This design comes from an exercise in tuning for small area and a short achievable clock period on the open sky130 flow, not from production work. In this exercise RTL edits were held to simulation tests only and were not proved equivalent to the original. Power and IR drop assume default switching activity.

File: design/flow/config.mk
export PLATFORM = sky130hd
export DESIGN_NAME = maze_video_top
export DESIGN_NICKNAME = maze_video_top
export VERILOG_FILES = /design/flow/design.v
export SDC_FILE = /design/flow/constraint.sdc
export NUM_CORES = 4
export LEC_CHECK = 0
export CAP_MARGIN = 20
export CORE_MARGIN = 2
export CORE_UTILIZATION = 40
export CTS_BUF_LIST = sky130_fd_sc_hd__clkbuf_16
export CTS_CLUSTER_DIAMETER = 80
export CTS_CLUSTER_SIZE = 24
export SETUP_SLACK_MARGIN = 3.0
export SLEW_MARGIN = 20
File: design/flow/constraint.sdc
create_clock -name core_clock -period 5.0 [get_ports {clk}]
set_input_delay 1.0000 -clock core_clock [delete_from_list [all_inputs] [get_ports {clk}]]
set_output_delay 1.0000 -clock core_clock [all_outputs]
set_load 0.01 [all_outputs]
File: design/flow/design.v
module raster_timing (
  input  logic       clk,
  input  logic       reset,
  output logic [7:0] nx,
  output logic [8:0] ny,
  output logic       vis,
  output logic       frame_start,
  output logic [7:0] pixel_x,
  output logic [8:0] pixel_y,
  output logic       de
);
  localparam logic [8:0] SY_LAST = 9'(300 - 1);
  localparam logic [7:0] SX_ACT = 8'(224);
  localparam logic [8:0] SY_ACT = 9'(288);
  logic first;
  logic next_act;
  function automatic logic [8:0] next_y(input logic [7:0] x, input logic [8:0] y);
    if (x != 8'hFF)        next_y = y;
    else if (y == SY_LAST) next_y = '0;
    else                   next_y = y + 1'b1;
  endfunction
  always_ff @(posedge clk) begin
    if (reset) begin
      nx <= 8'd1;
      ny <= '0;
    end else begin
      nx <= nx + 1'b1;
      ny <= next_y(nx, ny);
    end
  end
  always_ff @(posedge clk) begin
    if (reset) begin
      pixel_x <= '0;
      pixel_y <= '0;
    end else if (!first) begin
      pixel_x <= pixel_x + 1'b1;
      pixel_y <= next_y(pixel_x, pixel_y);
    end
  end
  always_ff @(posedge clk) begin
    first <= reset;
  end
  assign next_act = (nx < SX_ACT) && (ny < SY_ACT);
  always_ff @(posedge clk) begin
    if (reset) begin
      vis <= 1'b0;
      de <= 1'b0;
    end else begin
      vis <= next_act;
      de <= vis || first;
    end
  end
  always_ff @(posedge clk) begin
    if (reset) frame_start <= 1'b1;
    else       frame_start <= (nx == '0) && (ny == '0);
  end
endmodule
module sprite_regs (
  input  logic                      clk,
  input  logic                      reset,
  input  logic [8-1:0]    awaddr,
  input  logic                      awvalid,
  output logic                      awready,
  input  logic [32-1:0]    wdata,
  input  logic [32/8-1:0]  wstrb,
  input  logic                      wvalid,
  output logic                      wready,
  output logic [1:0]                bresp,
  output logic                      bvalid,
  input  logic                      bready,
  input  logic [8-1:0]    araddr,
  input  logic                      arvalid,
  output logic                      arready,
  output logic [32-1:0]    rdata,
  output logic [1:0]                rresp,
  output logic                      rvalid,
  input  logic                      rready,
  input  logic                      frame_start,
  output logic [4*8-1:0] scene_x,
  output logic [4*9-1:0] scene_y,
  output logic [4*12-1:0] scene_color,
  output logic [11:0]               scene_bg
);
  localparam logic [1:0] RESP_OKAY   = 2'b00;
  localparam logic [1:0] RESP_SLVERR = 2'b10;
  logic [3:0]  ctrl_q;
  logic [3:0][8:0]  pos_x_q;
  logic [3:0][8:0]  pos_y_q;
  logic [3:0][11:0] color_q;
  logic [11:0] bg_q;
  logic       wr_ctrl, wr_bg, wr_valid;
  logic [3:0] wr_pos, wr_color;
  logic       rd_ctrl, rd_bg, rd_valid;
  logic [3:0] rd_pos, rd_color;
  always_comb begin
    wr_ctrl = (awaddr == 8'h00);
    wr_bg = (awaddr == 8'h24);
    rd_ctrl = (araddr == 8'h00);
    rd_bg = (araddr == 8'h24);
    for (int i = 0; i < 4; i++) begin
      wr_pos[i] = (awaddr == 8'h04 + 8'(4 * i));
      wr_color[i] = (awaddr == 8'h14 + 8'(4 * i));
      rd_pos[i] = (araddr == 8'h04 + 8'(4 * i));
      rd_color[i] = (araddr == 8'h14 + 8'(4 * i));
    end
    wr_valid = wr_ctrl || wr_bg || (|wr_pos) || (|wr_color);
    rd_valid = rd_ctrl || rd_bg || (|rd_pos) || (|rd_color);
  end
  logic wr_fire;
  assign wr_fire = awvalid && awready && wvalid;
  always_ff @(posedge clk) begin
    if (reset) begin
      awready <= 1'b0;
      bvalid <= 1'b0;
    end else begin
      awready <= awvalid && wvalid && !awready && !bvalid;
      bvalid <= wr_fire || (bvalid && !bready);
    end
  end
  assign wready = awready;
  always_ff @(posedge clk) begin
    if (!bvalid) bresp <= wr_valid ? RESP_OKAY : RESP_SLVERR;
  end
  logic [32-1:0] wdata_r;
  logic [3:0]             lane_we;
  assign wdata_r = reset ? '0 : wdata;
  assign lane_we = wr_fire ? wstrb : 4'd0;
  always_ff @(posedge clk) begin
    if (reset || (wr_ctrl && lane_we[0])) ctrl_q <= wdata_r[3:0];
    if (reset || (wr_bg && lane_we[0])) bg_q[7:0] <= wdata_r[7:0];
    if (reset || (wr_bg && lane_we[1])) bg_q[11:8] <= wdata_r[11:8];
    for (int i = 0; i < 4; i++) begin
      if (reset || (wr_pos[i] && lane_we[0])) pos_x_q[i][7:0] <= wdata_r[7:0];
      if (reset || (wr_pos[i] && lane_we[1])) pos_x_q[i][8] <= wdata_r[8];
      if (reset || (wr_pos[i] && lane_we[2])) pos_y_q[i][7:0] <= wdata_r[23:16];
      if (reset || (wr_pos[i] && lane_we[3])) pos_y_q[i][8] <= wdata_r[24];
      if (reset || (wr_color[i] && lane_we[0])) color_q[i][7:0] <= wdata_r[7:0];
      if (reset || (wr_color[i] && lane_we[1])) color_q[i][11:8] <= wdata_r[11:8];
    end
  end
  logic [32-1:0] rd_word;
  always_comb begin
    rd_word = '0;
    if (rd_ctrl) rd_word[3:0] = ctrl_q;
    if (rd_bg) rd_word[11:0] = bg_q;
    for (int i = 0; i < 4; i++) begin
      if (rd_pos[i]) rd_word = {7'd0, pos_y_q[i], 7'd0, pos_x_q[i]};
      if (rd_color[i]) rd_word[11:0] = color_q[i];
    end
  end
  logic rd_fire;
  assign rd_fire = arvalid && arready;
  always_ff @(posedge clk) begin
    if (reset) begin
      arready <= 1'b0;
      rvalid <= 1'b0;
    end else begin
      arready <= arvalid && !arready && !rvalid;
      rvalid <= rd_fire || (rvalid && !rready);
    end
  end
  always_ff @(posedge clk) begin
    if (!rvalid) begin
      rdata <= rd_word;
      rresp <= rd_valid ? RESP_OKAY : RESP_SLVERR;
    end
  end
  always_ff @(posedge clk) begin
    logic kill;
    if (frame_start) begin
      for (int i = 0; i < 4; i++) begin
        kill = !ctrl_q[i] || pos_x_q[i][8] || (&pos_x_q[i][7:5])
            || (pos_y_q[i][8] && (|pos_y_q[i][7:5]));
        scene_x[8*i +: 8] <= kill ? {4'b1110, pos_x_q[i][3:0]} : pos_x_q[i][7:0];
        scene_y[9*i +: 9] <= pos_y_q[i];
        scene_color[12*i +: 12] <= color_q[i];
      end
      scene_bg <= bg_q;
    end
  end
endmodule
module enemy_sprite (
  input  logic                       clk,
  input  logic                       reset,
  input  logic [7:0]                 nx,
  input  logic [8:0]                 ny,
  input  logic                       vis,
  input  logic [4*8-1:0]  scene_x,
  input  logic [4*9-1:0]  scene_y,
  input  logic [4*12-1:0] scene_color,
  input  logic [11:0]                scene_bg,
  output logic [11:0]                rgb
);
  function automatic logic [191:0] low_table(input logic rows);
    logic [2:0] b, a, d;
    logic [1:0] cls;
    low_table = '0;
    for (int k = 0; k < 64; k++) begin
      b = 3'(k >> 3);
      a = 3'(k);
      d = b - a;
      if (!rows)      cls = d[2] ? ~d[1:0] : d[1:0];
      else if (d == 3'd0) cls = 2'd0;
      else if (d == 3'd1) cls = 2'd1;
      else if (d == 3'd2 || d == 3'd3 || d == 3'd7) cls = 2'd2;
      else            cls = 2'd3;
      low_table[3*k +: 3] = {b >= a, cls};
    end
  endfunction
  localparam logic [191:0] COL_TAB = low_table(1'b0);
  localparam logic [191:0] ROW_TAB = low_table(1'b1);
  function automatic logic ghost(input logic [1:0] rc, input logic [1:0] cc);
    case (rc)
      2'd0:    ghost = cc[1];
      2'd1:    ghost = cc != 2'd0;
      2'd2:    ghost = cc != 2'd2;
      default: ghost = 1'b1;
    endcase
  endfunction
  function automatic logic sum_zero5(input logic [4:0] p, input logic [4:0] q,
                                     input logic cin);
    logic [4:0] z;
    z = p ^ q;
    sum_zero5 = (z[0] == cin) && (z[4:1] == (p[3:0] | q[3:0]));
  endfunction
  function automatic logic sum_zero6(input logic [5:0] p, input logic [5:0] q,
                                     input logic cin);
    logic [5:0] z;
    z = p ^ q;
    sum_zero6 = (z[0] == cin) && (z[5:1] == (p[4:0] | q[4:0]));
  endfunction
  logic [4-1:0] hit_next;
  logic [4-1:0] hit;
  always_comb begin
    logic [2:0] xd, yd;
    logic [1:0] cc, rc;
    for (int i = 0; i < 4; i++) begin
      xd = nx[2:0] - scene_x[8*i +: 3];
      yd = ny[2:0] - scene_y[9*i +: 3];
      cc = xd[2] ? ~xd[1:0] : xd[1:0];
      case (yd)
        3'd0: rc = 2'd0;
        3'd1: rc = 2'd1;
        3'd4, 3'd5, 3'd6: rc = 2'd3;
        default: rc = 2'd2;
      endcase
      hit_next[i] = sum_zero5(nx[7:3], ~scene_x[8*i+3 +: 5], nx[2:0] >= scene_x[8*i +: 3])
                 && sum_zero6(ny[8:3], ~scene_y[9*i+3 +: 6], ny[2:0] >= scene_y[9*i +: 3])
                 && ghost(rc, cc);
    end
  end
  always_ff @(posedge clk) begin
    hit <= hit_next;
  end
  logic [4:0] sel;
  assign sel[0] = hit[0];
  assign sel[1] = !hit[0] && hit[1];
  assign sel[2] = !hit[0] && !hit[1] && hit[2];
  assign sel[3] = !hit[0] && !hit[1] && !hit[2] && hit[3];
  assign sel[4] = !(|hit);
  always_ff @(posedge clk) begin
    if (reset || !vis) begin
      rgb <= '0;
    end else begin
      rgb <= ({12{sel[0]}} & scene_color[11:0])
           | ({12{sel[1]}} & scene_color[23:12])
           | ({12{sel[2]}} & scene_color[35:24])
           | ({12{sel[3]}} & scene_color[47:36])
           | ({12{sel[4]}} & scene_bg);
    end
  end
endmodule
module maze_video_top (
  input  logic                     clk,
  input  logic                     reset,
  input  logic [8-1:0]   awaddr,
  input  logic                     awvalid,
  output logic                     awready,
  input  logic [32-1:0]   wdata,
  input  logic [32/8-1:0] wstrb,
  input  logic                     wvalid,
  output logic                     wready,
  output logic [1:0]               bresp,
  output logic                     bvalid,
  input  logic                     bready,
  input  logic [8-1:0]   araddr,
  input  logic                     arvalid,
  output logic                     arready,
  output logic [32-1:0]   rdata,
  output logic [1:0]               rresp,
  output logic                     rvalid,
  input  logic                     rready,
  output logic [11:0]              rgb,
  output logic [7:0]               pixel_x,
  output logic [8:0]               pixel_y,
  output logic                     de
);
  logic [7:0] nx;
  logic [8:0] ny;
  logic       vis;
  logic       frame_start;
  logic [4*8-1:0]  scene_x;
  logic [4*9-1:0]  scene_y;
  logic [4*12-1:0] scene_color;
  logic [11:0]                scene_bg;
  raster_timing u_timing (
    .clk         (clk),
    .reset       (reset),
    .nx          (nx),
    .ny          (ny),
    .vis    (vis),
    .frame_start (frame_start),
    .pixel_x     (pixel_x),
    .pixel_y     (pixel_y),
    .de          (de)
  );
  sprite_regs u_regs (
    .clk          (clk),
    .reset        (reset),
    .awaddr       (awaddr),
    .awvalid      (awvalid),
    .awready      (awready),
    .wdata        (wdata),
    .wstrb        (wstrb),
    .wvalid       (wvalid),
    .wready       (wready),
    .bresp        (bresp),
    .bvalid       (bvalid),
    .bready       (bready),
    .araddr       (araddr),
    .arvalid      (arvalid),
    .arready      (arready),
    .rdata        (rdata),
    .rresp        (rresp),
    .rvalid       (rvalid),
    .rready       (rready),
    .frame_start  (frame_start),
    .scene_x     (scene_x),
    .scene_y     (scene_y),
    .scene_color  (scene_color),
    .scene_bg     (scene_bg)
  );
  enemy_sprite u_sprite (
    .clk          (clk),
    .reset        (reset),
    .nx           (nx),
    .ny           (ny),
    .vis     (vis),
    .scene_x     (scene_x),
    .scene_y     (scene_y),
    .scene_color  (scene_color),
    .scene_bg     (scene_bg),
    .rgb          (rgb)
  );
endmodule
File: design/flow/flow/run.sh
#!/bin/bash
set -euo pipefail
bash standard.sh MATCH_CELL_FOOTPRINT=0 \
  "BUFFER_PORTS_ARGS=-buffer_cell sky130_fd_sc_hd__buf_1" finish > standard.log 2>&1
File: design/flow/standard.sh
#!/bin/bash
# synth_recipe.tcl (not shown) runs the flow's synth.tcl, then flattens the netlist and writes it again
# the make line also repeats each setting of config.mk as NAME=value (left out here)
make -C /OpenROAD-flow-scripts/flow DESIGN_CONFIG=/design/flow/config.mk WORK_HOME=/design/flow/orfs CLKGATE_MAP_FILE= SYNTH_SCRIPT=/design/flow/synth_recipe.tcl "${@:-finish}"
==> summary.txt, run 1 <==
STA
- worst-case hold slack: 0.434 ns
- final clock period utilization by the worst path: 48.0%
- final hold viol count: 0
- accumulated negative setup slack: 0 ns
- RSZ-0062 raised after global routing: yes
- setup violators final: 0
- Clock Skews: 0.0112 ns
- worst-case setup margin in the final layout: 2.60 ns
- normalized max-slew margin: 41.3%
- Tmin final: 2.40 ns
- transition time at the pin with the least slew margin: 0.879 ns
- Fmax achieved: 416 MHz
- final max-slew violation count: 0

Setup path
- type of the worst setup path: in2reg
- peak fanout along the critical path: 5
- sort of element at the start of the critical path: input port
- number of buffers and inverters on the critical path: 1
- nature of the critical path endpoint: register
- data arrival time of the worst path: 2.66 ns
- critical path's largest stage delay: 0.55 ns
- CP max-delay cell: or4b_4
- CP cell instances: buf_12, or4b_4, or3_1, a22o_1, a221oi_2, o221ai_2
- category of cells accounting for the largest share of critical-path delay: simple AND/OR/NAND/NOR gates
- critical path data required time: 5.26 ns

Die
- placement row count: 71
- Die Y-Extent: 200 µm
- Horiz. Die Dim: 200 µm
- I/O pins: 130
- effective utilization at floorplan: 40.6%
- die area: 39900 µm²
- area of the core region: 37700 µm²

Run status
- result of the run: no timing/DRC/antenna violations

Clock network
- clock transition at the registers of the reported paths: 0.09 ns
- CTS Sinks: 345
- Root Buffer: clkbuf_16
- number of buffers inserted by hold repair at cts: 0
- Max Root-Sink Buffers: 3
- H-tree depth reported by CTS: 1
- worst-skew pair later-pin latency: 0.52 ns
- CTS tree: done
- number of buffers created by CTS: 19

Synthesis
- average size of a mapped cell: 13.1 µm²
- post-synthesis sequential area ratio: 63.9%
- proportion of synthesized flip-flops having asynchronous set or reset: 0%
- count of cell types in the netlist: 65
- primary flip-flop cell chosen by synthesis mapping: edfxtp_1
- synthesized instance count: 1168
- Yosys warning total: 3
- count of flip-flops with a built-in enable after synthesis: 287
- mapped cell area: 15300 µm²
- register bit total from synthesis: 345

Global routing
- number of global-route vias before repair: 10.1k
- overall track demand over capacity in global routing: 19.3%
- global-route wire length before repair: 57700 µm
- global-route congestion overflow total: 0
- maximum number of pins on one net before global-route repair: 67
- number of antenna violations at the first check in global routing: 0

Detailed routing
- Initial DRC Count: 889
- antenna-violating nets left: 0
- number of remaining DRC errors: 0
- total number of vias: 10.1k
- number of iterations in the first detailed-routing pass: 5
- total detailed-routing wirelength: 39500 µm
- routed length per placed instance: 20.9 µm
- vias per std cell: 5.33

Cells and area
- synthesis-to-layout area growth: 23.4%
- diode insertion count for antenna repair: 0
- layout cells sized above 1: 26.8%
- Storage cell area: 9860 µm²
- non-filler cells in the finished layout: 1886
- fillcell total: 3323
- combined area of the multi-input logic cells: 5860 µm²
- post-layout net count: 1497

Min path
- Min-Delay Path Class: reg2reg

Placed design
- quantity of I/O buffers inserted on ports: 105
- gpl congestion: 0.876
- half-perimeter wire length after detailed placement: 26700 µm
- dpl ws: 1.59 ns
- post-placement cell count: 1759

Flow run
- max-cap violations: 0

Power and ir drop
- Max rail drop VDD: 0.284 mV
- post-layout power: 5880 µW
- power density relative to cell area: 311 nW/µm²
- leakage power total: 0.00681 µW

==> state kept, by name, indices dropped and copies added, names as in the netlist, 4 cells and up <==
signal / count
u_regs.color_q: 48
u_regs.scene_x: 32
u_timing.nx: 8
u_timing.pixel_y: 9
u_regs.scene_bg: 12
u_sprite.hit: 4
u_regs.scene_color: 48
u_sprite.rgb: 12
u_regs.scene_y: 36
u_regs.rdata: 21
u_regs.pos_y_q: 36
u_regs.ctrl_q: 4
u_regs.bg_q: 12
u_timing.pixel_x: 8
u_regs.pos_x_q: 36
u_timing.ny: 9
==> cell usage after synthesis (8+ instances only) <==
| cell type | number | area, µm² |
|---|---|---|
| buf_4 | 16 | 120 |
| dfxtp_1 | 58 | 1160 |
| and3_1 | 9 | 56.3 |
| inv_1 | 37 | 139 |
| nand3_1 | 23 | 115 |
| o21bai_1 | 23 | 173 |
| edfxtp_1 | 287 | 8620 |
| nor2b_1 | 26 | 163 |
| a21o_1 | 14 | 105 |
| nand2_1 | 68 | 255 |
| a222oi_1 | 10 | 100 |
| or2_2 | 14 | 87.6 |
| nand4_1 | 17 | 106 |
| o21ai_0 | 18 | 90.1 |
| nand2b_1 | 19 | 119 |
| a21oi_1 | 67 | 335 |
| a22oi_1 | 24 | 180 |
| xor2_1 | 42 | 368 |
| ha_1 | 66 | 826 |
| fa_1 | 8 | 160 |
| clkbuf_1 | 29 | 109 |
| xnor2_1 | 47 | 412 |
| nor2_1 | 106 | 398 |
| nor4_1 | 13 | 81.3 |
| nand3b_1 | 14 | 105 |
==> layer usage <==
layer	vias up	wire (µm)	global-route usage, %
met5	-	0	0
met4	0	1030	4.33
met3	63	2010	2.28
met2	278	19900	34.3
met1	5017	16500	25.3
li1	4696	-	-
==> power by group <==
| group | switching [µW] | internal (µW) |
|---|---|---|
| Clock | 928 | 713 |
| Combinational | 410 | 337 |
| Sequential | 134 | 3360 |
==> cell families (layout without fill, tap and decap cells) <==
| logic type | count (synthesis) | in the layout | share of synthesized area (%) |
|---|---|---|---|
| DFF | 345 | 345 | 63.9 |
| muxes | 8 | 8 | 0.605 |
| and+or+nand+nor | 346 | 347 | 11.7 |
| xor gates and xnor gates | 89 | 89 | 5.09 |
| adders and majority gates | 74 | 74 | 6.44 |
| AOI/OAI and AO/OA | 215 | 215 | 9.59 |
| buffers and inverters | 90 | 284 | 2.68 |
| other | 1 | 13 | 0.0245 |
==> worst register-to-register path, delay by kind of cell (launching register included) <==
family                     cells  cell delay (ns)
AOI/OAI and AO/OA              2             0.55
adders and majority gates      2             0.69
and+or+nand+nor                2             0.49
buffers and inverters          2             0.12
DFF                            1             0.39
==> layout by cell type (no fill, tap or decap), types with 18 or more instances in the layout <==
| cell | count |
|---|---|
| nor2_1 | 97 |
| buf_1 | 38 |
| xnor2_1 | 46 |
| nand2b_1 | 19 |
| a21oi_1 | 66 |
| nand2_1 | 59 |
| nor2b_1 | 25 |
| dfxtp_1 | 21 |
| clkbuf_2 | 30 |
| dfxtp_2 | 24 |
| ha_1 | 62 |
| inv_1 | 36 |
| buf_6 | 43 |
| xor2_1 | 38 |
| buf_12 | 18 |
| buf_4 | 74 |
| edfxtp_1 | 287 |
| nand3_1 | 22 |
| clkbuf_16 | 20 |
==> area by class of cell <==
cell class                      count  share of cell area, %
Sequential cell                   345                   52.2
Multi-Input combinational cell    746                   31.0
Timing Repair Buffer              215                   9.66
Tap cell                          511                   3.38
Clock buffer                       19                   2.52
Inverter                           37                  0.775
Clock inverter                     13                  0.424
==> final timing paths <==
path | start | end | slack (ns) | cells past startpoint
worst min-delay path | u_regs.arready$_SDFF_PP0_ | u_regs.arready$_SDFF_PP0_ | 0.43 | 1
worst max-delay path | araddr[1] | u_regs.rdata[2]$_DFFE_PN_ | 2.60 | 6
worst min register to register | u_regs.arready$_SDFF_PP0_ | u_regs.arready$_SDFF_PP0_ | 0.43 | 1
worst max register to register | u_timing.nx[0]$_SDFF_PP1_ | u_sprite.hit[3]$_DFF_P_ | 2.66 | 8
==> per-stage QoR <==
| step | utilization [%] | instance area, µm² |
|---|---|---|
| floorplan | - | 15700 |
| global placement | 43.9 | 16600 |
| detailed placement | 43.9 | 16600 |
| CTS | 48.0 | 18100 |
| global route | 50.1 | 18900 |
| finish | 50.1 | 18900 |
==> repair_timing <==
| item | 4_1_cts | 5_1_grt |
|---|---|---|
| setup buffers | 45 | 46 |
| resized for setup | 213 | 111 |
| endpoints found under the setup margin | 213 | 255 |
| gates cloned | 2 | 2 |
| pin swaps | 36 | 53 |
==> inputs of run 2 (changes only) <==
--- a/design/flow/config.mk
+++ b/design/flow/config.mk
@@ -13,3 +13,3 @@
 export CTS_CLUSTER_SIZE = 24
-export SETUP_SLACK_MARGIN = 3.0
+export SETUP_SLACK_MARGIN = 2.6
 export SLEW_MARGIN = 20
==> run 2 against run 1 <==
  * Sequential power about the same
  * Die area unchanged
  * Non-clock buffer count decreased by 92
  * Maximum frequency decreased by 1.6%
  * Final cell count decreased by 4.7%
  * Clock skew increased by 0.019 ns
  * Critical path depth increased by 2
  * Utilization decreased by 4.2 points
  * Via count decreased by 4.0%
  * Combinational power decreased by 16%
  * Routed wire length increased by 1.6%
==> summary.txt, run 2 <==
Global routing
- number of antenna violations at the first check in global routing: 0
- number of global-route vias before repair: 9384
- overall track demand over capacity in global routing: 20.2%
- global-route congestion overflow total: 0
- global-route wire length before repair: 58500 µm
- maximum number of pins on one net before global-route repair: 84

Synthesis
- biggest area contributors in the synthesized netlist: edfxtp_1 (56%), dfxtp_1 (7.6%), ha_1 (5.4%), xnor2_1 (2.7%), nor2_1 (2.6%)
- most frequent cell after synthesis: edfxtp_1
- synthesized instance count: 1168
- proportion of synthesized flip-flops having asynchronous set or reset: 0%
- count of cell types in the netlist: 65
- count of flip-flops with a built-in enable after synthesis: 287
- post-synthesis sequential area ratio: 63.9%
- top-area cell type share of the netlist area: 56.3%
- register bit total from synthesis: 345
- Yosys warning total: 3
- mapped cell area: 15300 µm²
- dominant cell type by area after synthesis: edfxtp_1
- commonest cells in the synthesized netlist: edfxtp_1 (287), nor2_1 (106), nand2_1 (68)
- average size of a mapped cell: 13.1 µm²
- primary flip-flop cell chosen by synthesis mapping: edfxtp_1

Setup path
- nature of the critical path endpoint: register
- data arrival time of the worst path: 2.88 ns
- CP Capture Point: u_sprite.hit[3]$_DFF_P_
- flop2flop setup slack: 2.56 ns
- Worst Reg2Reg Path Length in Cells: 8
- peak fanout along the critical path: 5
- sort of element at the start of the critical path: register
- critical path startpoint: u_timing.ny[0]$_SDFFE_PP0N_
- startpoint of the worst register-to-register path: u_timing.ny[0]$_SDFFE_PP0N_
- type of the worst setup path: reg2reg
- critical path data required time: 5.44 ns
- reg-to-reg endpoint: u_sprite.hit[3]$_DFF_P_

Detailed routing
- total number of vias: 9652
- antenna-violating nets left: 0
- routed length per placed instance: 22.3 µm
- Initial DRC Count: 997
- number of remaining DRC errors: 0
- total detailed-routing wirelength: 40100 µm
- vias per std cell: 5.37
- number of iterations in the first detailed-routing pass: 8

Cells and area
- layout cells sized above 1: 9.88%
- diode insertion count for antenna repair: 0
- synthesis-to-layout area growth: 13.0%
- post-layout net count: 1405
- biggest regs: u_regs.color_q (48), u_regs.scene_color (48)
- area of all placed cells without fillers: 17300 µm²
- commonest non-fill, non-tap cell in the layout: edfxtp_1
- share of the core filled with cells: 45.9%
- highest-count cells in the layout ignoring fill and taps: edfxtp_1 (287), nor2_1 (103), buf_1 (99)

Die
- I/O pins: 130
- effective utilization at floorplan: 40.6%
- Die Y-Extent: 200 µm
- Horiz. Die Dim: 200 µm
- area of the core region: 37700 µm²
- placement row count: 71
- die area: 39900 µm²

STA
- Fmax achieved: 410 MHz
- worst-case hold slack: 0.447 ns
- accumulated negative setup slack: 0 ns
- normalized max-slew margin: 23.8%
- setup violators final: 0
- Tmin final: 2.44 ns
- final max-slew violation count: 0
- final hold viol count: 0
- final clock period utilization by the worst path: 48.8%
- transition time at the pin with the least slew margin: 1.14 ns
- Clock Skews: 0.0305 ns
- RSZ-0062 raised after global routing: yes

Min path
- Min-Delay Path Class: reg2reg

Clock network
- clock transition at the registers of the reported paths: 0.09 ns
- CTS Sinks: 345
- H-tree depth reported by CTS: 1
- CTS tree: done
- Max Root-Sink Buffers: 3
- number of buffers inserted by hold repair at cts: 0
- Root Buffer: clkbuf_16
- worst-skew pair later-pin latency: 0.57 ns
- number of buffers created by CTS: 20

Placed design
- quantity of I/O buffers inserted on ports: 105
- Placed Instance Area: 16300 µm²
- gpl congestion: 0.926
- half-perimeter wire length after detailed placement: 29400 µm

Power and ir drop
- Max rail drop VDD: 0.229 mV
- power density relative to cell area: 343 nW/µm²
- post-layout power: 5930 µW
- leakage power total: 0.00594 µW

Run status
- result of the run: no timing/DRC/antenna violations

Flow run
- max-cap violations: 0

## run 2: cell counts after synthesis
No cell type changed its count.
## run 2: worst max-delay path: stages (launching register included)
cell and delay [ns]:
dfxtp_2 0.38, inv_1 0.13, ha_1 0.26, fa_2 0.58
xor2_2 0.16, nor2_1 0.05, a311oi_1 0.24, a21oi_1 0.13
a2111oi_4 0.41
## run 2: worst min path at each step
stage / start / endpoint / depth (start not counted)
finish: u_regs.color_q[45]$_DFFE_PP_ / u_regs.scene_color[45]$_DFFE_PP_ / 0
global route: u_regs.color_q[45]$_DFFE_PP_ / u_regs.scene_color[45]$_DFFE_PP_ / 0
CTS: u_timing.nx[0]$_SDFF_PP1_ / u_timing.nx[0]$_SDFF_PP1_ / 1
detailed placement: u_regs.color_q[45]$_DFFE_PP_ / u_regs.scene_color[45]$_DFFE_PP_ / 0
global placement: u_regs.color_q[6]$_DFFE_PP_ / u_regs.scene_color[6]$_DFFE_PP_ / 0
floorplan: u_timing.nx[0]$_SDFF_PP1_ / u_timing.nx[0]$_SDFF_PP1_ / 1
## run 2: layer usage
layer	global-route usage, %	vias to the layer above	routed length (µm)
li1	-	4509	-
met1	28.2	4750	17300
met2	33.1	347	19100
met3	2.60	46	2690
met4	6.04	0	1040
met5	0	-	0
## run 2: cells by family after synthesis
logic type,Yosys count,synth area share [%]
fa+ha+maj,74,6.44
compound gates,215,9.59
buf+inv,90,2.68
other cells,1,0.0245
simple gates,346,11.7
mux,8,0.605
xor+xnor,89,5.09
flops,345,63.9
## run 2: per-stage QoR
step                      setup slack [ns]  cells
after floorplan                       2.22   1180
after global placement                1.53   1756
after detailed placement              1.52   1756
after CTS                             2.44   1793
after global routing                  2.49   1797
final                                 2.56   1797
## run 2: timing repair
item                                    in CTS  in global routing
endpoints found under the setup margin     107                 84
pin swaps                                    5                 10
setup buffers                                1                  3
resized for setup                           39                 36
cloned                                       0                  0
## run 2: area by class of cell
class,instances,area (µm²)
clock buffers,20,500
clock inverters,16,156
fillers,3438,20400
inverters,37,141
multi-input cells,745,5490
flip-flops and latches,345,9790
well taps,511,639
repair buffers,123,574
## run 2: power breakdown
group          switching, µW  internal (µW)
clock network            974            815
logic                    377            250
registers                148           3360
==> inputs of run 3 (changes only) <==
--- a/design/flow/config.mk
+++ b/design/flow/config.mk
@@ -13,3 +13,3 @@
 export CTS_CLUSTER_SIZE = 24
-export SETUP_SLACK_MARGIN = 2.6
+export SETUP_SLACK_MARGIN = 1.8
 export SLEW_MARGIN = 20
==> run 3 against run 2 <==
  * Still clean on timing, DRC and antenna
  * Clock power is 9% higher
  * Combinational power is 5.9% lower
  * Area after synthesis stayed put
  * Critical path type is now in2reg
  * Critical endpoint is now u_regs.rdata[6]$_DFFE_PN_
==> summary.txt, run 3 <==
Setup path
- sort of element at the start of the critical path: input port
- type of the worst setup path: in2reg
- critical path data required time: 5.37 ns
- peak fanout along the critical path: 18
- nature of the critical path endpoint: register
- data arrival time of the worst path: 3.29 ns

Synthesis
- biggest area contributors in the synthesized netlist: edfxtp_1 (56%), dfxtp_1 (7.6%), ha_1 (5.4%), xnor2_1 (2.7%), nor2_1 (2.6%)
- mapped cell area: 15300 µm²
- post-synthesis sequential area ratio: 63.9%
- most frequent cell after synthesis: edfxtp_1
- count of cell types in the netlist: 65
- synthesized instance count: 1168
- dominant cell type by area after synthesis: edfxtp_1
- average size of a mapped cell: 13.1 µm²
- primary flip-flop cell chosen by synthesis mapping: edfxtp_1
- top-area cell type share of the netlist area: 56.3%
- proportion of synthesized flip-flops having asynchronous set or reset: 0%
- Yosys warning total: 3
- register bit total from synthesis: 345
- count of flip-flops with a built-in enable after synthesis: 287
- commonest cells in the synthesized netlist: edfxtp_1 (287), nor2_1 (106), nand2_1 (68)

Min path
- Min-Delay Path Class: reg2reg

Global routing
- number of global-route vias before repair: 9160
- GR Layer Usage met1: 28.3%
- overall track demand over capacity in global routing: 19.9%
- maximum number of pins on one net before global-route repair: 52
- GR Util met3: 2.82%
- GRT met2 Usage: 32.0%
- global-route congestion overflow total: 0
- number of antenna violations at the first check in global routing: 0
- global-route wire length before repair: 57600 µm
- most congested layer reported by global routing: met2

Detailed routing
- number of remaining DRC errors: 0
- routed length per placed instance: 22.0 µm
- number of iterations in the first detailed-routing pass: 6
- total number of vias: 9676
- total detailed-routing wirelength: 39600 µm
- vias per std cell: 5.37
- antenna-violating nets left: 0
- Initial DRC Count: 916

STA
- transition time at the pin with the least slew margin: 1.14 ns
- final max-slew violation count: 0
- Fmax achieved: 343 MHz
- RSZ-0062 raised after global routing: no
- Tmin final: 2.91 ns
- worst-case setup margin in the final layout: 2.09 ns
- normalized max-slew margin: 23.7%
- accumulated negative setup slack: 0 ns
- setup violators final: 0
- Clock Skews: 0.0402 ns
- final clock period utilization by the worst path: 58.2%
- final hold viol count: 0

Die
- effective utilization at floorplan: 40.6%
- die area: 39900 µm²
- area of the core region: 37700 µm²
- Die Y-Extent: 200 µm
- Horiz. Die Dim: 200 µm
- placement row count: 71
- I/O pins: 130

Clock network
- CTS Sinks: 345
- number of buffers created by CTS: 22
- Root Buffer: clkbuf_16
- Max Root-Sink Buffers: 3
- CTS tree: done
- number of buffers inserted by hold repair at cts: 0
- worst-skew pair later-pin latency: 0.57 ns
- H-tree depth reported by CTS: 1
- clock transition at the registers of the reported paths: 0.09 ns

Placed design
- half-perimeter wire length after detailed placement: 28500 µm
- dpl ws: 1.49 ns
- quantity of I/O buffers inserted on ports: 105
- gpl congestion: 0.887

Run status
- result of the run: no timing/DRC/antenna violations

Cells and area
- post-layout net count: 1408
- biggest regs: u_regs.color_q (48), u_regs.scene_color (48)
- diode insertion count for antenna repair: 0
- fillcell total: 3398
- highest-count cells in the layout ignoring fill and taps: edfxtp_1 (287), nor2_1 (106), buf_1 (104)
- synthesis-to-layout area growth: 11.4%
- layout cells sized above 1: 6.74%
- commonest non-fill, non-tap cell in the layout: edfxtp_1

Power and ir drop
- power density relative to cell area: 354 nW/µm²
- Max rail drop VDD: 0.274 mV
- leakage power total: 0.00588 µW

Flow run
- max-cap violations: 0

==> run 3: cell counts after synthesis <==
Identical to the previous run, type by type.
==> run 3: timing repair <==
item / in CTS / in global routing
buffers inserted: 0 / 0
setup endpoints to repair: 0 / 1
gates resized for setup: 0 / 1
==> run 3: kinds of logic after synthesis <==
family                     Yosys count  share of synthesized area (%)
other                                1                         0.0245
DFF                                345                           63.9
AOI/OAI and AO/OA                  215                           9.59
buffers and inverters               90                           2.68
muxes                                8                          0.605
xor gates and xnor gates            89                           5.09
adders and majority gates           74                           6.44
and+or+nand+nor                    346                           11.7
==> run 3: critical path, cell delays in order <==
cell and delay, ns:
buf_1 0.08, buf_4 0.19, or4b_2 0.94, nor2_1 0.64, a222oi_1 0.24, o21ai_1 0.18
==> run 3: metal layers <==
metal,routed length (µm),vias to the layer above
met5,0,-
met3,2720,49
met2,18500,374
met4,1040,0
met1,17300,4734
li1,-,4519
==> run 3: through the flow <==
stage	util [%]	cells	power (µW)	hold WS, ns	cell area, µm²
final	45.3	1801	6030	0.446	17100
after global routing	45.3	1801	6260	0.455	17100
after global placement	43.3	1761	4130	0.427	16300
after floorplan	-	1180	3920	0.412	15400
after CTS	45.3	1801	6070	0.445	17100
after detailed placement	43.3	1762	4150	0.432	16300
==> run 3: cell type report <==
| type | count | area, µm² | share of cell area (%) |
|---|---|---|---|
| tap | 511 | 639 | 3.75 |
| clock inverter | 16 | 163 | 0.953 |
| sequential | 345 | 9780 | 57.3 |
| clock buffer | 23 | 576 | 3.37 |
| multi-input combinational | 745 | 5210 | 30.5 |
| timing repair buffer | 124 | 554 | 3.25 |
| inverter | 37 | 139 | 0.814 |
==> run 3: final timing paths <==
kind                                to  cells after the start                      start  slack, ns
min          u_regs.awready$_SDFF_PP0_                      1   u_regs.bvalid$_SDFF_PP0_       0.45
max reg2reg    u_sprite.hit[3]$_DFF_P_                      9  u_timing.nx[0]$_SDFF_PP1_       2.28
max          u_regs.rdata[6]$_DFFE_PN_                      6                  araddr[5]       2.09
min reg2reg  u_regs.awready$_SDFF_PP0_                      1   u_regs.bvalid$_SDFF_PP0_       0.45
==> run 3: power by group <==
group | switching, µW | internal (µW) | total [µW]
sequential | 136 | 3360 | 3500
clock | 1050 | 890 | 1950
combinational | 361 | 229 | 590
total | 1550 | 4480 | 6030
==> inputs of run 4 (changes only) <==
--- a/design/flow/config.mk
+++ b/design/flow/config.mk
@@ -13,3 +13,3 @@
 export CTS_CLUSTER_SIZE = 24
-export SETUP_SLACK_MARGIN = 1.8
+export SETUP_SLACK_MARGIN = 2.2
 export SLEW_MARGIN = 20
==> run 4 against run 3 <==
  * Still clean
  * Via count grew 0.10%
  * Clock skew shrank 0.0018 ns
  * Area after synthesis is the same
  * First-iteration DRC count shrank 0.11%
  * Global-route usage is essentially flat
  * Maximum frequency grew 7.6%
  * Critical path type unchanged
  * Largest power group unchanged
==> summary.txt, run 4 <==
Run status
- result of the run: no timing/DRC/antenna violations

Synthesis
- post-synthesis share of cell area spent on and, or, nand and nor gates: 11.7%
- xor and xnor fraction of the mapped netlist area: 5.09%
- commonest cells in the synthesized netlist: edfxtp_1 (287), nor2_1 (106), nand2_1 (68)
- combinational family with the most area after synthesis: simple AND/OR/NAND/NOR gates
- count of flip-flops with a built-in enable after synthesis: 287
- synthesized instance count: 1168
- post-synthesis sequential area ratio: 63.9%
- fraction of the mapped netlist area in adder cells: 6.44%
- biggest area contributors in the synthesized netlist: edfxtp_1 (56%), dfxtp_1 (7.6%), ha_1 (5.4%), xnor2_1 (2.7%), nor2_1 (2.6%)
- average size of a mapped cell: 13.1 µm²
- top-area cell type share of the netlist area: 56.3%
- most frequent cell after synthesis: edfxtp_1
- share of cell area taken by muxes after synthesis: 0.605%
- proportion of synthesized flip-flops having asynchronous set or reset: 0%
- count of cell types in the netlist: 65
- Yosys warning total: 3
- post-synthesis compound-gate area fraction: 9.59%
- mapped cell area: 15300 µm²
- primary flip-flop cell chosen by synthesis mapping: edfxtp_1
- dominant cell type by area after synthesis: edfxtp_1
- register bit total from synthesis: 345

Detailed routing
- vias per std cell: 5.38
- Initial DRC Count: 915
- met2 routed WL: 18500 µm
- total number of vias: 9686
- wire length on met3: 2600 µm
- total detailed-routing wirelength: 39700 µm
- post-route met1 wirelength: 17500 µm
- routed length per placed instance: 22.0 µm
- top routing layer used: met4
- number of remaining DRC errors: 0
- number of iterations in the first detailed-routing pass: 5
- antenna-violating nets left: 0

Global routing
- maximum number of pins on one net before global-route repair: 52
- global-route congestion overflow total: 0
- number of global-route vias before repair: 9158
- global-route wire length before repair: 57600 µm
- overall track demand over capacity in global routing: 19.9%
- number of antenna violations at the first check in global routing: 0

Setup path
- critical path startpoint: araddr[2]
- critical path's largest stage delay: 0.58 ns
- nature of the critical path endpoint: register
- sort of element at the start of the critical path: input port
- critical path data required time: 5.26 ns
- CP max-delay cell: or4b_4
- CP cell instances: buf_1, or4b_4, or3_1, a22o_1, a221oi_2, o221ai_1
- peak fanout along the critical path: 11
- flop2flop setup slack: 2.40 ns
- startpoint of the worst register-to-register path: u_timing.nx[0]$_SDFF_PP1_
- data arrival time of the worst path: 2.96 ns
- type of the worst setup path: in2reg

Clock network
- Root Buffer: clkbuf_16
- clock transition at the registers of the reported paths: 0.08 ns
- H-tree depth reported by CTS: 1
- Max Root-Sink Buffers: 3
- CTS Sinks: 345
- number of buffers inserted to repair setup after CTS: 0
- CTS tree: done
- worst-skew pair later-pin latency: 0.56 ns
- number of buffers created by CTS: 22

Min path
- Min-Delay Path Class: reg2reg
- worst min-delay path startpoint: u_regs.pos_y_q[30]$_DFFE_PP_

Cells and area
- synthesis-to-layout area growth: 11.6%
- post-layout net count: 1408
- layout cells sized above 1: 7.29%
- diode insertion count for antenna repair: 0
- non-filler cells in the finished layout: 1801
- fillcell total: 3395
- biggest regs: u_regs.color_q (48), u_regs.scene_color (48)
- commonest non-fill, non-tap cell in the layout: edfxtp_1
- highest-count cells in the layout ignoring fill and taps: edfxtp_1 (287), nor2_1 (105), buf_1 (104)

Die
- Horiz. Die Dim: 200 µm
- die area: 39900 µm²
- area of the core region: 37700 µm²
- effective utilization at floorplan: 40.6%
- placement row count: 71
- I/O pins: 130
- Die Y-Extent: 200 µm

Placed design
- quantity of I/O buffers inserted on ports: 105
- post-placement cell count: 1762
- half-perimeter wire length after detailed placement: 28500 µm
- gpl congestion: 0.887

STA
- Tmin final: 2.71 ns
- final hold viol count: 0
- final clock period utilization by the worst path: 54.1%
- setup violators final: 0
- Clock Skews: 0.0384 ns
- Fmax achieved: 370 MHz
- accumulated negative setup slack: 0 ns
- transition time at the pin with the least slew margin: 1.15 ns
- RSZ-0062 raised after global routing: yes
- final max-slew violation count: 0
- normalized max-slew margin: 23.3%

Power and ir drop
- power density relative to cell area: 353 nW/µm²
- leakage power total: 0.00588 µW
- Max rail drop VDD: 0.273 mV

Flow run
- max-cap violations: 0

run 4: cell counts after synthesis:
No cell type changed its count.
run 4: timing repair:
action | CTS | global route
hold buffers | 0 | 0
pin swaps | 0 | 0
endpoints found under the setup margin | 13 | 34
resized for setup | 3 | 7
run 4: cell families after synthesis:
logic type / Yosys count
muxes: 8
DFF: 345
buffers and inverters: 90
other: 1
AOI/OAI and AO/OA: 215
adders and majority gates: 74
and+or+nand+nor: 346
xor gates and xnor gates: 89
run 4: final timing paths:
kind         depth (start not counted)                           end
max                                  6     u_regs.rdata[1]$_DFFE_PN_
min                                  0  u_regs.scene_y[30]$_DFFE_PP_
max reg2reg                          9       u_sprite.hit[3]$_DFF_P_
min reg2reg                          0  u_regs.scene_y[30]$_DFFE_PP_
run 4: through the flow:
stage | util [%] | cell area (µm²) | setup WS [ns] | hold WS (ns) | total power (µW)
3_3_place_gp | 43.3 | 16300 | 1.47 | 0.427 | 4130
4_1_cts | 45.3 | 17100 | 2.20 | 0.445 | 6070
3_5_place_dp | 43.3 | 16300 | 1.49 | 0.432 | 4150
5_1_grt | 45.4 | 17100 | 2.19 | 0.455 | 6260
2_1_floorplan | - | 15400 | 2.21 | 0.412 | 3920
6_report | 45.4 | 17100 | 2.29 | 0.447 | 6030
run 4: layer usage:
metal / up-vias / track usage, %
li1: 4517 / -
met1: 4754 / 28.3
met2: 360 / 32.0
met3: 55 / 2.84
met4: 0 / 5.29
met5: - / 0
run 4: cell type report:
class	count	area, µm²	share of cell area, %
clock buffer	23	576	3.37
clock inverter	16	163	0.952
inverter	37	139	0.813
multi-input combinational	745	5230	30.6
sequential	345	9780	57.3
tap	511	639	3.74
timing repair buffer	124	554	3.24
run 4: where the power goes:
group          switching (µW)  total, µW  internal [µW]
logic                     362        592            230
clock network            1050       1940            890
registers                 136       3500           3360
total                    1550       6030           4480
run 4: critical path, delay by kind of cell:
family / cells / cell delay (ns)
AOI/OAI and AO/OA: 3 / 0.66
buffers and inverters: 1 / 0.39
and+or+nand+nor: 2 / 0.91
==> inputs of run 5 (changes only) <==
--- a/design/flow/config.mk
+++ b/design/flow/config.mk
@@ -13,3 +13,3 @@
 export CTS_CLUSTER_SIZE = 24
-export SETUP_SLACK_MARGIN = 2.2
+export SETUP_SLACK_MARGIN = 2.8
 export SLEW_MARGIN = 20
==> run 5 against run 4 <==
  * Via count shrank 0.35%
  * Die area is the same
  * Critical path depth grew 3
  * Maximum frequency grew 16%
  * Still clean
  * Non-clock buffer count grew 30
  * Final cell count grew 1.3%
  * Routed wire length shrank 4.5%
  * Utilization grew 1.7 points
  * Power shrank 4.1%
  * Global-route usage shrank 1.0 points
  * Clock power shrank 18%
==> summary.txt, run 5 <==
Run status
- result of the run: no timing/DRC/antenna violations

Synthesis
- post-synthesis sequential area ratio: 63.9%
- primary flip-flop cell chosen by synthesis mapping: edfxtp_1
- synthesized instance count: 1168
- count of flip-flops with a built-in enable after synthesis: 287
- count of cell types in the netlist: 65
- biggest area contributors in the synthesized netlist: edfxtp_1 (56%), dfxtp_1 (7.6%), ha_1 (5.4%), xnor2_1 (2.7%), nor2_1 (2.6%)
- proportion of synthesized flip-flops having asynchronous set or reset: 0%
- commonest cells in the synthesized netlist: edfxtp_1 (287), nor2_1 (106), nand2_1 (68)
- most frequent cell after synthesis: edfxtp_1
- register bit total from synthesis: 345
- mapped cell area: 15300 µm²
- Yosys warning total: 3
- average size of a mapped cell: 13.1 µm²
- top-area cell type share of the netlist area: 56.3%
- dominant cell type by area after synthesis: edfxtp_1

Flow run
- max-cap violations: 0

Cells and area
- post-layout net count: 1435
- synthesis-to-layout area growth: 15.9%
- biggest regs: u_regs.color_q (48), u_regs.scene_color (48)
- Storage cell area: 9800 µm²
- diode insertion count for antenna repair: 0
- highest-count cells in the layout ignoring fill and taps: edfxtp_1 (287), nor2_1 (100), buf_1 (96)
- layout cells sized above 1: 14.1%
- fillcell total: 3396
- commonest non-fill, non-tap cell in the layout: edfxtp_1
- combined area of the multi-input logic cells: 5670 µm²

Clock network
- H-tree depth reported by CTS: 1
- number of buffers inserted by hold repair at cts: 0
- worst-skew pair later-pin latency: 0.53 ns
- CTS tree: done
- CTS Sinks: 345
- clock transition at the registers of the reported paths: 0.10 ns
- number of buffers created by CTS: 18
- Max Root-Sink Buffers: 3
- Root Buffer: clkbuf_16

Detailed routing
- vias per std cell: 5.29
- number of remaining DRC errors: 0
- Initial DRC Count: 856
- antenna-violating nets left: 0
- number of iterations in the first detailed-routing pass: 5
- total detailed-routing wirelength: 37900 µm
- total number of vias: 9652
- routed length per placed instance: 20.8 µm

STA
- final max-slew violation count: 0
- transition time at the pin with the least slew margin: 0.956 ns
- Clock Skews: 0.0218 ns
- final clock period utilization by the worst path: 46.5%
- Fmax achieved: 430 MHz
- setup violators final: 0
- RSZ-0062 raised after global routing: yes
- normalized max-slew margin: 36.2%
- final hold viol count: 0
- accumulated negative setup slack: 0 ns
- Tmin final: 2.33 ns
- worst-case setup margin in the final layout: 2.67 ns

Power and ir drop
- switching part of the total power: 24.7%
- power share of the clock group: 27.7%
- proportion of power drawn by flip-flops and latches: 60.3%
- power density relative to cell area: 326 nW/µm²
- leakage power total: 0.00615 µW
- combinational share of power: 11.9%
- Max rail drop VDD: 0.258 mV
- P_sw: 1430 µW
- Cell Int Power: 4360 µW

Setup path
- CP max-delay cell: dfxtp_4
- type of the worst setup path: reg2reg
- category of cells accounting for the largest share of critical-path delay: compound AO/OA/AOI/OAI gates
- sort of element at the start of the critical path: register
- number of buffers and inverters on the critical path: 2
- critical path's largest stage delay: 0.37 ns
- CP cell instances: inv_6, ha_4, inv_2, fa_2, xnor2_2, and3_1, o21ai_2, nand4_1, a2111oi_4
- peak fanout along the critical path: 4
- nature of the critical path endpoint: register
- critical path data required time: 5.41 ns
- data arrival time of the worst path: 2.74 ns

Placed design
- dpl ws: 1.48 ns
- half-perimeter wire length after detailed placement: 26300 µm
- gpl congestion: 0.894
- quantity of I/O buffers inserted on ports: 105

Min path
- Min-Delay Path Class: reg2reg

Global routing
- number of antenna violations at the first check in global routing: 0
- overall track demand over capacity in global routing: 18.9%
- maximum number of pins on one net before global-route repair: 54
- number of global-route vias before repair: 9629
- global-route wire length before repair: 56200 µm
- global-route congestion overflow total: 0

Die
- area of the core region: 37700 µm²
- Horiz. Die Dim: 200 µm
- placement row count: 71
- Die Y-Extent: 200 µm
- die area: 39900 µm²
- effective utilization at floorplan: 40.6%
- I/O pins: 130

==> run 5: changes by cell type in the layout (fill, tap and decap cells not counted), moves of 5 or more <==
cell      change
buf_4        +19
dfxtp_2       +6
inv_2         +7
dfxtp_1       -8
ha_1          -5
nor2_4        +5
nor2_1        -5
o21bai_4     +10
buf_12        +8
buf_6         +5
o21bai_1      -9
buf_1         -8
==> run 5: final timing paths <==
path / from / to / slack, ns / depth (start not counted)
hold reg to reg: u_regs.color_q[45]$_DFFE_PP_ / u_regs.scene_color[45]$_DFFE_PP_ / 0.46 / 0
setup reg to reg: u_timing.nx[0]$_SDFF_PP1_ / u_sprite.hit[3]$_DFF_P_ / 2.67 / 9
setup / recovery: u_timing.nx[0]$_SDFF_PP1_ / u_sprite.hit[3]$_DFF_P_ / 2.67 / 9
hold / removal: u_regs.color_q[45]$_DFFE_PP_ / u_regs.scene_color[45]$_DFFE_PP_ / 0.46 / 0
==> run 5: power by group through the flow <==
stage | Combinational [µW] | Sequential [µW] | Clock (µW)
global placement | 548 | 3570 | 0
detailed placement | 581 | 3560 | 0
global route | 760 | 3520 | 1730
floorplan | 400 | 3530 | 0
finish | 691 | 3490 | 1600
CTS | 630 | 3490 | 1640
==> run 5: kinds of logic after synthesis <==
family,Yosys count,synth area share (%)
muxes,8,0.605
DFF,345,63.9
AOI/OAI and AO/OA,215,9.59
and+or+nand+nor,346,11.7
adders and majority gates,74,6.44
other,1,0.0245
xor gates and xnor gates,89,5.09
buffers and inverters,90,2.68
==> run 5: metal layers <==
layer	track usage, %	wire (µm)	vias to the layer above	share of wire (%)
li1	-	-	4576	-
met4	5.05	811	0	2.1
met3	1.99	2080	41	5.5
met5	0	0	-	0
met1	25.2	16200	4734	43
met2	32.7	18800	301	50
==> run 5: timing repair <==
item	4_1_cts	5_1_grt
gates resized for setup	79	55
setup endpoints to repair	86	98
pin swaps	30	34
cloned	0	4
buffers inserted	12	21
hold endpoints to repair	0	0
==> run 5: stage by stage <==
step / instances / cell area, µm² / util (%) / total power (µW) / hold WS (ns)
2_1_floorplan: 1180 / 15500 / - / 3930 / 0.408
5_1_grt: 1825 / 17700 / 47.1 / 6000 / 0.466
6_report: 1825 / 17700 / 47.1 / 5790 / 0.455
3_5_place_dp: 1756 / 16400 / 43.6 / 4140 / 0.427
3_3_place_gp: 1755 / 16400 / 43.5 / 4120 / 0.422
4_1_cts: 1800 / 17300 / 46.0 / 5760 / 0.452
==> run 5: layout make-up <==
| class | instances | area share [%] |
|---|---|---|
| clock buffers | 19 | 2.68 |
| clock inverters | 13 | 0.331 |
| inverters | 37 | 0.811 |
| multi-input cells | 746 | 32.0 |
| flip-flops and latches | 345 | 55.2 |
| well taps | 511 | 3.60 |
| repair buffers | 154 | 5.39 |
==> run 5: worst reg2reg max path, cell delays in order, from the launching register on <==
cell       delay, ns
dfxtp_4         0.37
inv_6           0.08
ha_4            0.13
inv_2           0.04
fa_2            0.36
xnor2_2         0.18
and3_1          0.21
o21ai_2         0.23
nand4_1         0.29
a2111oi_4       0.32
==> inputs of run 6 (changes only) <==
==> design/flow/flow/run.sh (replaced) <==
#!/bin/bash
set -euo pipefail
bash standard.sh MATCH_CELL_FOOTPRINT=0 ADDER_MAP_FILE= \
  "BUFFER_PORTS_ARGS=-buffer_cell sky130_fd_sc_hd__buf_1" finish > standard.log 2>&1
--- a/design/flow/config.mk
+++ b/design/flow/config.mk
@@ -13,3 +13,3 @@
 export CTS_CLUSTER_SIZE = 24
-export SETUP_SLACK_MARGIN = 2.8
+export SETUP_SLACK_MARGIN = 2.6
 export SLEW_MARGIN = 20
==> run 6 against run 5 <==
  * Maximum frequency is 2.0% lower
  * Hold slack worse by 0.0062 ns
  * Utilization is 1.3 points lower
  * Synthesized cell count is 9.1% higher
  * Critical endpoint is now u_regs.color_q[13]$_DFFE_PP_
  * Critical path depth is 4 lower
  * Final cell count is 3.7% higher
  * Non-clock buffer count is 22 lower
  * Register-to-register slack better by 0.02 ns
  * Clock-buffer cell count is 1 higher
==> summary.txt, run 6 <==
Die
- area of the core region: 37800 µm²
- Horiz. Die Dim: 200 µm
- I/O pins: 130
- Die Y-Extent: 200 µm
- placement row count: 71
- die area: 40000 µm²
- effective utilization at floorplan: 40.7%

Setup path
- category of cells accounting for the largest share of critical-path delay: simple AND/OR/NAND/NOR gates
- nature of the critical path endpoint: register
- sort of element at the start of the critical path: input port
- peak fanout along the critical path: 8
- data arrival time of the worst path: 2.56 ns
- type of the worst setup path: in2reg
- critical path's largest stage delay: 0.51 ns
- CP max-delay cell: a21o_1
- CP cell instances: buf_1, and3_1, nand2_1, nor2_1, a21o_1
- critical path data required time: 5.19 ns
- number of buffers and inverters on the critical path: 1

Detailed routing
- routed length per placed instance: 20.0 µm
- number of iterations in the first detailed-routing pass: 6
- number of remaining DRC errors: 0
- antenna-violating nets left: 0
- Initial DRC Count: 888
- total number of vias: 10.3k
- total detailed-routing wirelength: 37800 µm
- vias per std cell: 5.44

Cells and area
- fillcell total: 3457
- highest-count cells in the layout ignoring fill and taps: edfxtp_1 (287), nor2_1 (119), nand2_1 (100)
- biggest regs: u_regs.color_q (48), u_regs.scene_color (48)
- commonest non-fill, non-tap cell in the layout: edfxtp_1
- layout cells sized above 1: 10.1%
- post-layout net count: 1426
- diode insertion count for antenna repair: 0
- synthesis-to-layout area growth: 12.5%

STA
- accumulated negative setup slack: 0 ns
- setup violators final: 0
- Fmax achieved: 421 MHz
- worst-case hold slack: 0.449 ns
- normalized max-slew margin: 30.5%
- Tmin final: 2.37 ns
- Clock Skews: 0.0361 ns
- transition time at the pin with the least slew margin: 1.04 ns
- final max-slew violation count: 0
- final hold viol count: 0
- final clock period utilization by the worst path: 47.5%
- RSZ-0062 raised after global routing: yes

Clock network
- Root Buffer: clkbuf_16
- H-tree depth reported by CTS: 1
- number of buffers inserted by hold repair at cts: 0
- CTS tree: done
- number of buffers created by CTS: 20
- CTS Sinks: 345
- worst-skew pair later-pin latency: 0.54 ns
- Max Root-Sink Buffers: 3
- clock transition at the registers of the reported paths: 0.09 ns

Synthesis
- Yosys warning total: 3
- count of flip-flops with a built-in enable after synthesis: 287
- biggest area contributors in the synthesized netlist: edfxtp_1 (56%), dfxtp_1 (7.6%), xnor2_1 (3.3%), nor2_1 (3.0%), nand2_1 (2.5%)
- most frequent cell after synthesis: edfxtp_1
- count of cell types in the netlist: 79
- register bit total from synthesis: 345
- primary flip-flop cell chosen by synthesis mapping: edfxtp_1
- average size of a mapped cell: 12.1 µm²
- mapped cell area: 15400 µm²
- top-area cell type share of the netlist area: 56.1%
- proportion of synthesized flip-flops having asynchronous set or reset: 0%
- commonest cells in the synthesized netlist: edfxtp_1 (287), nor2_1 (123), nand2_1 (101)
- dominant cell type by area after synthesis: edfxtp_1
- post-synthesis sequential area ratio: 63.6%
- synthesized instance count: 1274

Global routing
- maximum number of pins on one net before global-route repair: 70
- global-route congestion overflow total: 0
- number of antenna violations at the first check in global routing: 0
- number of global-route vias before repair: 10.1k
- global-route wire length before repair: 57600 µm
- overall track demand over capacity in global routing: 19.0%

Placed design
- quantity of I/O buffers inserted on ports: 105
- half-perimeter wire length after detailed placement: 26800 µm
- gpl congestion: 0.865

Run status
- result of the run: no timing/DRC/antenna violations

Power and ir drop
- leakage power total: 0.00575 µW
- Max rail drop VDD: 0.261 mV
- power density relative to cell area: 344 nW/µm²

Min path
- Min-Delay Path Class: reg2reg

Flow run
- max-cap violations: 0

## run 6: cells by family after synthesis
| group | count (synthesis) | synth area share (%) |
|---|---|---|
| and+or+nand+nor | 433 | 14.2 |
| xor gates and xnor gates | 100 | 5.92 |
| buffers and inverters | 97 | 2.87 |
| adders and majority gates | 8 | 0.521 |
| DFF | 345 | 63.6 |
| other | 1 | 0.0244 |
| muxes | 13 | 0.879 |
| AOI/OAI and AO/OA | 277 | 11.9 |
## run 6: worst paths after layout
check / startpoint / end / slack [ns] / depth (start not counted)
setup / recovery: wvalid / u_regs.color_q[13]$_DFFE_PP_ / 2.63 / 5
hold / removal: u_regs.pos_y_q[13]$_DFFE_PP_ / u_regs.scene_y[13]$_DFFE_PP_ / 0.45 / 0
setup reg to reg: u_timing.ny[1]$_SDFFE_PP0N_ / u_sprite.hit[3]$_DFF_P_ / 2.69 / 6
hold reg to reg: u_regs.pos_y_q[13]$_DFFE_PP_ / u_regs.scene_y[13]$_DFFE_PP_ / 0.45 / 0
## run 6: cell type report
class	count	area [µm²]	share of cell area, %
flip-flops and latches	345	9810	56.7
clock inverters	16	175	1.01
multi-input cells	844	5460	31.6
well taps	511	639	3.70
clock buffers	20	500	2.89
repair buffers	132	617	3.57
inverters	24	90.1	0.521
## run 6: metrics by stage
step / power, µW / setup WS [ns] / std cells / util (%) / area (µm²)
2_1_floorplan: 3930 / 2.46 / 1286 / - / 15500
5_1_grt: 6160 / 2.53 / 1892 / 45.8 / 17300
3_3_place_gp: 4110 / 1.50 / 1842 / 43.2 / 16300
6_report: 5940 / 2.63 / 1892 / 45.8 / 17300
4_1_cts: 5980 / 2.57 / 1887 / 45.5 / 17200
3_5_place_dp: 4130 / 1.45 / 1842 / 43.2 / 16300
## run 6: repair_timing
action | in CTS | in global routing
pin swaps | 3 | 3
endpoints found under the setup margin | 71 | 72
setup buffers | 9 | 5
gates cloned | 0 | 0
resized for setup | 32 | 26
## run 6: metal layers
| layer | global-route usage [%] | wire, µm |
|---|---|---|
| met1 | 25.6 | 16500 |
| met4 | 5.02 | 762 |
| met3 | 2.44 | 2260 |
| met5 | 0 | 0 |
| met2 | 32.6 | 18300 |
## run 6: report_power, final
group	switching [µW]	internal [µW]	total (µW)	leakage [µW]
clock	988	869	1860	0.000354
sequential	164	3360	3530	0.00330
combinational	332	225	558	0.00209
total	1480	4460	5940	0.00575
## run 6: worst register-to-register path, stage by stage, from the launching register on
cell and delay, ns:
dfxtp_1 0.49, nor2b_1 0.32, a21oi_1 0.08, maj3_1 0.41, xnor2_1 0.31, nand4_1 0.29, a211oi_2 0.34
==> inputs of run 7 (changes only) <==
--- a/design/flow/config.mk
+++ b/design/flow/config.mk
@@ -13,3 +13,3 @@
 export CTS_CLUSTER_SIZE = 24
-export SETUP_SLACK_MARGIN = 2.6
+export SETUP_SLACK_MARGIN = 2.8
 export SLEW_MARGIN = 20
==> run 7 against run 6 <==
  * Via count increased by 0.92%
  * Clock skew decreased by 0.0040 ns
  * Largest cell class unchanged
  * Flip-flop and latch count unchanged
  * Die area did not move
  * Clock power is 12% lower
  * Hold slack better by 0.0026 ns
  * Still clean
  * Largest power group unchanged
==> summary.txt, run 7 <==
Cells and area
- fillcell total: 3417
- biggest regs: u_regs.color_q (48), u_regs.scene_color (48)
- synthesis-to-layout area growth: 15.0%
- highest-count cells in the layout ignoring fill and taps: edfxtp_1 (287), nor2_1 (115), buf_1 (99)
- layout cells sized above 1: 13.9%
- Storage cell area: 9820 µm²
- combined area of the multi-input logic cells: 5610 µm²
- area of all placed cells without fillers: 17700 µm²
- post-layout net count: 1450
- share of the core filled with cells: 46.8%
- commonest non-fill, non-tap cell in the layout: edfxtp_1

Detailed routing
- vias per std cell: 5.42
- Initial DRC Count: 827
- total number of vias: 10.4k
- number of iterations in the first detailed-routing pass: 6
- total detailed-routing wirelength: 37700 µm
- routed length per placed instance: 19.7 µm
- number of remaining DRC errors: 0
- antenna-violating nets left: 0

Synthesis
- most frequent cell after synthesis: edfxtp_1
- mapped cell area: 15400 µm²
- synthesized instance count: 1274
- proportion of synthesized flip-flops having asynchronous set or reset: 0%
- count of cell types in the netlist: 79
- commonest cells in the synthesized netlist: edfxtp_1 (287), nor2_1 (123), nand2_1 (101)
- average size of a mapped cell: 12.1 µm²
- dominant cell type by area after synthesis: edfxtp_1
- primary flip-flop cell chosen by synthesis mapping: edfxtp_1
- register bit total from synthesis: 345
- Yosys warning total: 3
- post-synthesis sequential area ratio: 63.6%
- biggest area contributors in the synthesized netlist: edfxtp_1 (56%), dfxtp_1 (7.6%), xnor2_1 (3.3%), nor2_1 (3.0%), nand2_1 (2.5%)
- count of flip-flops with a built-in enable after synthesis: 287
- top-area cell type share of the netlist area: 56.1%

Clock network
- number of buffers created by CTS: 19
- Max Root-Sink Buffers: 3
- CTS tree: done
- clock transition at the registers of the reported paths: 0.10 ns
- worst-skew pair later-pin latency: 0.53 ns
- Root Buffer: clkbuf_16
- H-tree depth reported by CTS: 1
- CTS Sinks: 345

Power and ir drop
- power share of the clock group: 28.3%
- leakage power total: 0.00593 µW
- combinational share of power: 10.6%
- proportion of power drawn by flip-flops and latches: 61.1%
- Cell Int Power: 4330 µW
- power density relative to cell area: 326 nW/µm²
- switching part of the total power: 24.7%
- P_sw: 1420 µW
- Max rail drop VDD: 0.201 mV

Flow run
- max-cap violations: 0

Run status
- result of the run: no timing/DRC/antenna violations

Setup path
- critical path data required time: 5.42 ns
- nature of the critical path endpoint: register
- sort of element at the start of the critical path: register
- data arrival time of the worst path: 2.59 ns
- type of the worst setup path: reg2reg
- peak fanout along the critical path: 6
- CP max-delay cell: o311a_1
- number of buffers and inverters on the critical path: 1
- category of cells accounting for the largest share of critical-path delay: compound AO/OA/AOI/OAI gates
- CP cell instances: buf_8, and2b_2, o22ai_4, xnor2_4, a41o_1, o311a_1, a2111oi_4
- flop2flop setup slack: 2.83 ns
- critical path's largest stage delay: 0.38 ns

Min path
- Min-Delay Path Class: reg2reg

Placed design
- half-perimeter wire length after detailed placement: 26600 µm
- dpl ws: 1.50 ns
- Placed Instance Area: 16400 µm²
- quantity of I/O buffers inserted on ports: 105
- gpl congestion: 0.860

STA
- worst-case setup margin in the final layout: 2.83 ns
- final max-slew violation count: 0
- Clock Skews: 0.0321 ns
- normalized max-slew margin: 40.9%
- worst-case hold slack: 0.452 ns
- transition time at the pin with the least slew margin: 0.885 ns
- Fmax achieved: 460 MHz
- RSZ-0062 raised after global routing: yes
- final hold viol count: 0
- setup violators final: 0
- accumulated negative setup slack: 0 ns
- Tmin final: 2.17 ns
- final clock period utilization by the worst path: 43.5%

Die
- Die Y-Extent: 200 µm
- I/O pins: 130
- die area: 40000 µm²
- effective utilization at floorplan: 40.7%
- Horiz. Die Dim: 200 µm
- area of the core region: 37800 µm²
- placement row count: 71

Global routing
- number of antenna violations at the first check in global routing: 0
- overall track demand over capacity in global routing: 19.0%
- global-route wire length before repair: 57600 µm
- maximum number of pins on one net before global-route repair: 66
- number of global-route vias before repair: 10.2k
- global-route congestion overflow total: 0

[run 7: cell counts after synthesis]
Identical to the previous run, type by type.
[run 7: cells by family after synthesis]
kind of cell               Yosys count  synth area share [%]
AOI/OAI and AO/OA                  277                  11.9
xor gates and xnor gates           100                  5.92
adders and majority gates            8                 0.521
buffers and inverters               97                  2.87
DFF                                345                  63.6
muxes                               13                 0.879
other                                1                0.0244
and+or+nand+nor                    433                  14.2
[run 7: stage by stage]
| step | instances | total power, µW |
|---|---|---|
| finish | 1916 | 5750 |
| global route | 1915 | 5990 |
| CTS | 1896 | 5780 |
| detailed placement | 1842 | 4130 |
| global placement | 1842 | 4120 |
| floorplan | 1286 | 3940 |
[run 7: power groups by stage]
stage / sequential (µW) / clock [µW] / combinational (µW)
3_3_place_gp: 3580 / 0 / 540
3_5_place_dp: 3580 / 0 / 550
4_1_cts: 3520 / 1680 / 588
2_1_floorplan: 3540 / 0 / 396
6_report: 3520 / 1630 / 607
5_1_grt: 3540 / 1770 / 669
[run 7: timing repair]
item,CTS,global route
pin swaps,10,15
setup buffers,19,19
hold buffers,0,0
gates cloned,1,0
endpoints found under the setup margin,60,112
resized for setup,62,43
[run 7: cell type report]
type,count,area share [%]
flip-flops and latches,345,55.6
multi-input cells,844,31.7
repair buffers,157,5.28
well taps,511,3.62
clock buffers,19,2.69
inverters,24,0.552
clock inverters,15,0.517
diodes,1,0.0142
[run 7: path summary, 6_finish.rpt]
| path | start | to | cells after the start |
|---|---|---|---|
| max | u_timing.nx[0]$_SDFF_PP1_ | u_sprite.hit[2]$_DFF_P_ | 7 |
| min | u_regs.color_q[34]$_DFFE_PP_ | u_regs.scene_color[34]$_DFFE_PP_ | 0 |
| max reg2reg | u_timing.nx[0]$_SDFF_PP1_ | u_sprite.hit[2]$_DFF_P_ | 7 |
| min reg2reg | u_regs.color_q[34]$_DFFE_PP_ | u_regs.scene_color[34]$_DFFE_PP_ | 0 |
[run 7: metal layers]
| metal | GRT usage, % | up-vias | part of all wire [%] |
|---|---|---|---|
| met5 | 0 | - | 0 |
| met4 | 5.24 | 0 | 2.3 |
| met3 | 2.79 | 55 | 5.8 |
| met2 | 32.4 | 301 | 48 |
| met1 | 25.5 | 5132 | 43 |
| li1 | - | 4903 | - |

## port drivers added, routing unchanged
Ports are ideal in the flow. The routed layouts listed here were re-timed in OpenROAD.
Step 1 sets driving cells, clkbuf_16 on the clock port and buf_2 on the other inputs (assumed; they add their load-dependent delay and slew).
Step 2, shift: input delay + t, output delay - t, t = (earliest + latest rising clock arrival at the registers) / 2. This alone moves slack from input paths to output paths.
a / b / c = ideal ports / drivers / drivers and shift; a / b = the first two.
| run | t, ns | setup slack, ns | latest minus earliest clock arrival (ns) | slew at the worst register clock pin (ns) | pins driven straight from the clock port |
|---|---|---|---|---|---|
| run 1 | 0.567 | 2.598 / 2.584 / 2.017 | 0.015 / 0.015 | 0.10 / 0.10 | 1 |
| run 2 | 0.599 | 2.559 / 2.559 / 2.002 | 0.047 / 0.048 | 0.10 / 0.10 | 1 |
| run 3 | 0.600 | 2.088 / 2.123 / 1.523 | 0.046 / 0.046 | 0.10 / 0.10 | 1 |
| run 4 | 0.599 | 2.294 / 2.295 / 1.696 | 0.044 / 0.044 | 0.10 / 0.10 | 1 |
| run 5 | 0.570 | 2.673 / 2.673 / 2.105 | 0.023 / 0.023 | 0.11 / 0.11 | 1 |
| run 6 | 0.580 | 2.626 / 2.652 / 2.073 | 0.043 / 0.043 | 0.10 / 0.10 | 1 |
| run 7 | 0.569 | 2.826 / 2.826 / 2.311 | 0.034 / 0.034 | 0.10 / 0.10 | 1 |
After both steps setup and hold are still met in every run listed. For run 4, which loses most, drivers alone change the setup slack by +0.001 ns; drivers and shift together by -0.598 ns.
